Context: an optimization exercise on an open-source flow, tuned for small area. The choices shown serve that exercise and are no tape-out recipe. The RTL was checked by simulation tests, not by an equivalence proof against the original design. Power and IR drop assume default switching activity.

==> pepper: inputs <==
## humidity_sensor_pulse_decoder_core
module humidity_sensor_pulse_decoder_core (
    input  logic                                clk,
    input  logic                                rst_n,
    input  logic                                item_valid,
    output logic                                item_ready,
    input  logic                                item_req_type,
    input  logic                                item_pin_level,
    input  logic                                cfg_valid,
    output logic                                cfg_ready,
    input  logic [hspd_pkg::CFG_INDEX_W-1:0]    cfg_index,
    input  logic [7:0]                          cfg_data,
    output logic                                result_valid,
    input  logic                                result_ready,
    output logic [hspd_pkg::FRAME_W-1:0]        result_raw_frame,
    output logic [hspd_pkg::COUNT_W-1:0]        result_bits_received,
    output logic                                result_checksum_ok,
    output logic                                result_frame_valid,
    output logic                                result_timed_out,
    output logic [hspd_pkg::HUM_W-1:0]          result_humidity_tenths,
    output logic signed [hspd_pkg::TC_W-1:0]    result_temp_c_tenths,
    output logic signed [hspd_pkg::TF_W-1:0]    result_temp_f_tenths
);
Settings: LEC_CHECK=0, CAP_MARGIN=20, CORE_MARGIN=2, CORE_UTILIZATION=40, SLEW_MARGIN=20; clock period 9.0 ns.
run.sh (not shown) runs the stock make flow with config.mk's settings and CLKGATE_MAP_FILE= SYNTH_SCRIPT=/design/flow/synth_recipe.tcl, a recipe that flattens the netlist after the stock synthesis.
==> inputs of tundra, as changes to pepper <==
==> flow/flow/run.sh (new file) <==
#!/bin/bash
# Standard layout (the standard.sh), with every port buffered by a buf_1 cell.
set -o pipefail
export BUFFER_PORTS_ARGS="-buffer_cell sky130_fd_sc_hd__buf_1"
bash standard.sh > standard.log 2>&1
==> flow/standard.sh (new file) <==
#!/bin/bash
# synth_recipe.tcl (not shown) runs the flow's synth.tcl, then flattens the netlist and writes it again
# the make line also repeats each setting of config.mk as NAME=value (left out here)
make -C /OpenROAD-flow-scripts/flow DESIGN_CONFIG=/design/flow/config.mk WORK_HOME=/design/flow/orfs CLKGATE_MAP_FILE= SYNTH_SCRIPT=/design/flow/synth_recipe.tcl "${@:-finish}"
==> flow/config.mk (replaced) <==
export PLATFORM = sky130hd
export DESIGN_NAME = humidity_sensor_pulse_decoder_core
export DESIGN_NICKNAME = humidity_sensor_pulse_decoder_core
export VERILOG_FILES = /design/flow/design.v
export SDC_FILE = /design/flow/constraint.sdc
export NUM_CORES = 4
export LEC_CHECK = 0
export CAP_MARGIN = 0
export CORE_MARGIN = 2
export CORE_UTILIZATION = 70
export CTS_BUF_LIST = sky130_fd_sc_hd__clkbuf_8
export SLEW_MARGIN = 0
removed: flow/run.sh
==> inputs of fjord, as changes to pepper <==
--- a/flow/design.v
+++ b/flow/design.v
@@ -15,65 +15,90 @@
     localparam logic [7:0] EDGE_CNT_START    = 8'd253;    
     localparam logic [7:0] EDGE_CNT_LAST_BIT = 8'd79;     
     localparam logic REQ_SAMPLE = 1'b0;
     localparam logic REQ_START  = 1'b1;
 endpackage
 module hspd_result (
     input  logic [39:0]        frame,
     input  logic               full,
-    input  logic [11:0]        fdiv,
-    input  logic [2:0]         frem,
     output logic               checksum_ok,
     output logic               frame_valid,
     output logic [11:0]        hum,
     output logic signed [12:0] tc,
     output logic signed [13:0] tf
 );
     logic [7:0]  d0, d1, d2, d3, d4;
     logic [7:0]  sum;
     logic [15:0] h;
     logic [14:0] raw;
     logic        h_big;
     logic        t_big;
+    logic [11:0] m;
+    logic [10:0] x;
+    logic [9:0]  p;
+    logic [12:0] q;
     logic        neg;
-    logic [11:0] hum_alt;
-    logic [11:0] m;
-    logic [12:0] q;
-    logic        q_cin;
     assign {d0, d1, d2, d3, d4} = frame;
+    function automatic logic [9:0] div5_4r2(input logic [10:0] r);
+        logic [2:0]  rem;
+        logic [3:0]  t;
+        logic [12:0] n;
+        logic [12:0] quo;
+        n   = {r, 2'b10};
+        rem = 3'd0;
+        quo = '0;
+        for (int i = 12; i >= 0; i--)
+        begin
+            t = {rem, n[i]};
+            if (t >= 4'd5)
+            begin
+                quo[i] = 1'b1;
+                t      = t - 4'd5;
+            end
+            rem = t[2:0];
+        end
+        div5_4r2 = quo[9:0];
+    endfunction
     always_comb
     begin
         sum         = d0 + d1 + d2 + d3;
         checksum_ok = (d4 == sum);
         frame_valid = checksum_ok && full;
-        h       = {d0, d1};
-        h_big   = (h > 16'd1000);
-        hum_alt = {({3'b000, d0} + {1'b0, d0, 2'b00}), 1'b0};     
-        raw     = {d2[6:0], d3};
-        t_big   = (raw > 15'd1250);
-        neg     = d2[7];
+        h     = {d0, d1};
+        h_big = (h > 16'd1000);
+        raw   = {d2[6:0], d3};
+        t_big = (raw > 15'd1250);
+        neg   = d2[7];
+        p     = div5_4r2(raw[10:0]);
+        if (h_big)
+            hum = 12'(d0) * 12'd10;
+        else
+            hum = h[11:0];
         if (t_big)
         begin
-            m     = {({3'b000, d2} + {1'b0, d2, 2'b00}), 1'b0};   
-            q     = {({4'b0000, d2} + {1'b0, d2, 3'b000}), 1'b0};   
-            q_cin = neg;
-        end
-        else
-        begin
-            m     = raw[11:0];
-            q     = {1'b0, fdiv};
-            q_cin = neg ^ (frem >= 3'd3);
-        end
-        if (h_big)
-            hum = hum_alt;
-        else
-            hum = h[11:0];
-        tc = $signed(({1'b0, m} ^ {13{neg}}) + {12'd0, neg});
-        tf = $signed(14'd320 + ({1'b0, q} ^ {14{neg}}) + {13'd0, q_cin});
+            m = 12'(d2) * 12'd10;
+            x = {d2, 3'b000};
+        end
+        else
+        begin
+            m = raw[11:0];
+            x = 11'(p);
+        end
+        q = 13'(m) + 13'(x);
+        if (neg)
+        begin
+            tc = -$signed({1'b0, m});
+            tf = 14'sd320 - $signed({1'b0, q});
+        end
+        else
+        begin
+            tc = $signed({1'b0, m});
+            tf = 14'sd320 + $signed({1'b0, q});
+        end
         if (!frame_valid)
         begin
             hum = '0;
             tc  = '0;
             tf  = '0;
         end
     end
 endmodule
@@ -105,34 +130,28 @@
     logic        busy_reg;
     logic        pending_reg;
     logic        last_level_reg;
     logic [7:0]  run_length_reg;
     logic [7:0]  edge_cnt_reg;         
     logic        full_reg;             
     logic        timed_out_reg;
     logic [39:0] frame_reg;
-    logic [11:0] fdiv_reg;             
-    logic [2:0]  frem_reg;             
     logic       take;
     logic       start;
     logic       smp;
     logic       edge_ev;
     logic       run_ev;
     logic [7:0] run_inc;
     logic [7:0] edge_inc;
     logic       tmo_end;
     logic       edge_end;
     logic       end_ev;
     logic       new_bit;
     logic       shift_en;
-    logic       div_en;
-    logic [4:0] div_t;
-    logic [1:0] div_c;
-    logic [2:0] div_r;
     assign cfg_ready = 1'b1;
     always_ff @(posedge clk or negedge rst_n)
     begin
         if (!rst_n)
         begin
             bit_threshold_reg <= hspd_pkg::BIT_THRESHOLD_RST;
             timeout_limit_reg <= hspd_pkg::TIMEOUT_LIMIT_RST;
             max_edges_m3_reg  <= hspd_pkg::MAX_EDGES_RST - hspd_pkg::EDGE_BIAS;
@@ -208,44 +227,22 @@
         for (int k = 0; k < 5; k++)
         begin
             if (start)
                 frame_reg[39-8*k -: 8] <= '0;
             else if (shift_en && edge_cnt_reg[6:4] == 3'(k))
                 frame_reg[39-8*k -: 8] <= {frame_reg[38-8*k -: 7], new_bit};
         end
     end
-    assign div_en = shift_en && (edge_cnt_reg[6:5] == 2'b01) && (edge_cnt_reg[4:1] != 4'd0);
-    always_comb
-    begin
-        div_t = {frem_reg, 1'b0} + (new_bit ? 5'd9 : 5'd0);
-        div_c = 2'(div_t / 5'd5);
-        div_r = 3'(div_t % 5'd5);
-    end
-    always_ff @(posedge clk)
-    begin
-        if (start)
-        begin
-            fdiv_reg <= '0;
-            frem_reg <= '0;
-        end
-        else if (div_en)
-        begin
-            fdiv_reg <= {fdiv_reg[10:0], 1'b0} + 12'(div_c);
-            frem_reg <= div_r;
-        end
-    end
     assign result_valid         = pending_reg;
     assign result_raw_frame     = frame_reg;
     assign result_timed_out     = timed_out_reg;
     assign result_bits_received = full_reg ? 6'd40 : (edge_cnt_reg[7] ? 6'd0 : edge_cnt_reg[6:1]);
     hspd_result u_result (
         .frame       (frame_reg),
         .full        (full_reg),
-        .fdiv        (fdiv_reg),
-        .frem        (frem_reg),
         .checksum_ok (result_checksum_ok),
         .frame_valid (result_frame_valid),
         .hum         (result_humidity_tenths),
         .tc          (result_temp_c_tenths),
         .tf          (result_temp_f_tenths)
     );
 endmodule
==> notes <==
- The lowest non-clock buffer count belongs to tundra, the highest to fjord.
- Of fjord and tundra, tundra has the higher setup slack (gap 6.1 ns).
- Die area, lowest first: tundra, fjord, pepper.
- Between fjord and tundra, the lower total power is in tundra (gap 12%, measured against tundra).
- The highest clock power belongs to fjord, the lowest to tundra.
- tundra went through all stages and came out clean. pepper ran to the end with no violations. fjord ran to the end with violations: negative setup slack.
- The highest global-route usage belongs to tundra, the lowest to pepper.
- Of tundra and fjord, tundra has the higher flip-flop and latch count (gap 15).
- Critical path depth is the same in pepper and tundra.
==> figures <==
Sequential group share of total power: tundra 55.1%; fjord 43.1%; pepper 48.6%
Internal Dissipation: tundra 0.000660 W; fjord 0.000782 W; pepper 0.000768 W
Fraction of the core area covered by cells at the end of the flow: tundra 77.5%; fjord 57.8%; pepper 48.5%
Overall via count from detail_route: tundra 6983; fjord 7269; pepper 6855
Worst slew margin relative to its limit: tundra 25.6%; fjord 56.1%; pepper 34.1%
Number of well-tap cells placed: tundra 140; fjord 234; pepper 265
Result of the run: tundra timing/DRC/antenna clean; fjord finished with violations; pepper timing/DRC/antenna clean
Violated checks: tundra -; fjord negative setup slack; pepper -
Sw Share: tundra 29.6%; fjord 25.6%; pepper 27.6%
Total length of routed met2 wires: tundra 9240 microns; fjord 10200 microns; pepper 9540 microns
Critical Path Slowest Stage Cell: tundra sky130_fd_sc_hd__dfxtp_1; fjord sky130_fd_sc_hd__dfxtp_4; pepper sky130_fd_sc_hd__dfxtp_1
Worst path buffer plus inverter count: tundra 5; fjord 6; pepper 4
Drt wl/cell: tundra 16.4 microns; fjord 15.2 microns; pepper 15.8 microns
Clock-pin transition on the worst setup and hold timing paths: tundra 0.10 ns; fjord 0.06 ns; pepper 0.07 ns
Clkbuf count: tundra 11; fjord 12; pepper 9
Tcrit/Tclk final: tundra 70.7%; fjord 138%; pepper 75.4%
Cell at the root of the clock tree: tundra sky130_fd_sc_hd__clkbuf_8; fjord sky130_fd_sc_hd__clkbuf_16; pepper sky130_fd_sc_hd__clkbuf_16
Worst-case hold path end point: tundra max_edges_m3_reg[7]; fjord max_edges_m3_reg[0]; pepper max_edges_m3_reg[2]
Worst-Skew Late Latency: tundra 0.39 ns; fjord 0.34 ns; pepper 0.36 ns

## re-timing with driven ports
The flow's constraints put no driver on any port. The routed layouts listed below were extracted and timed again, unchanged, in two steps. Step 1: set_driving_cell puts a clkbuf_16 on clk and a buf_2 on each other input, an assumption about the parent block. Step 2 times the ports against the registers' clock, not the clock port: input delays grow and output delays shrink by t, the midpoint of the rising clock arrivals with the driver on. Three values: ideal, step 1, step 2; two values: the first two.
run | shift t [ns] | setup WS [ns] | worst hold slack (ns)
pepper | 0.393 | 2.218 / 2.176 / 2.569 | 0.490 / 0.490 / 0.490
tundra | 0.413 | 2.640 / 2.605 / 3.018 | 0.494 / 0.494 / 0.494
fjord | 0.374 | -3.429 / -3.469 / -3.095 | 0.496 / 0.496 / 0.496
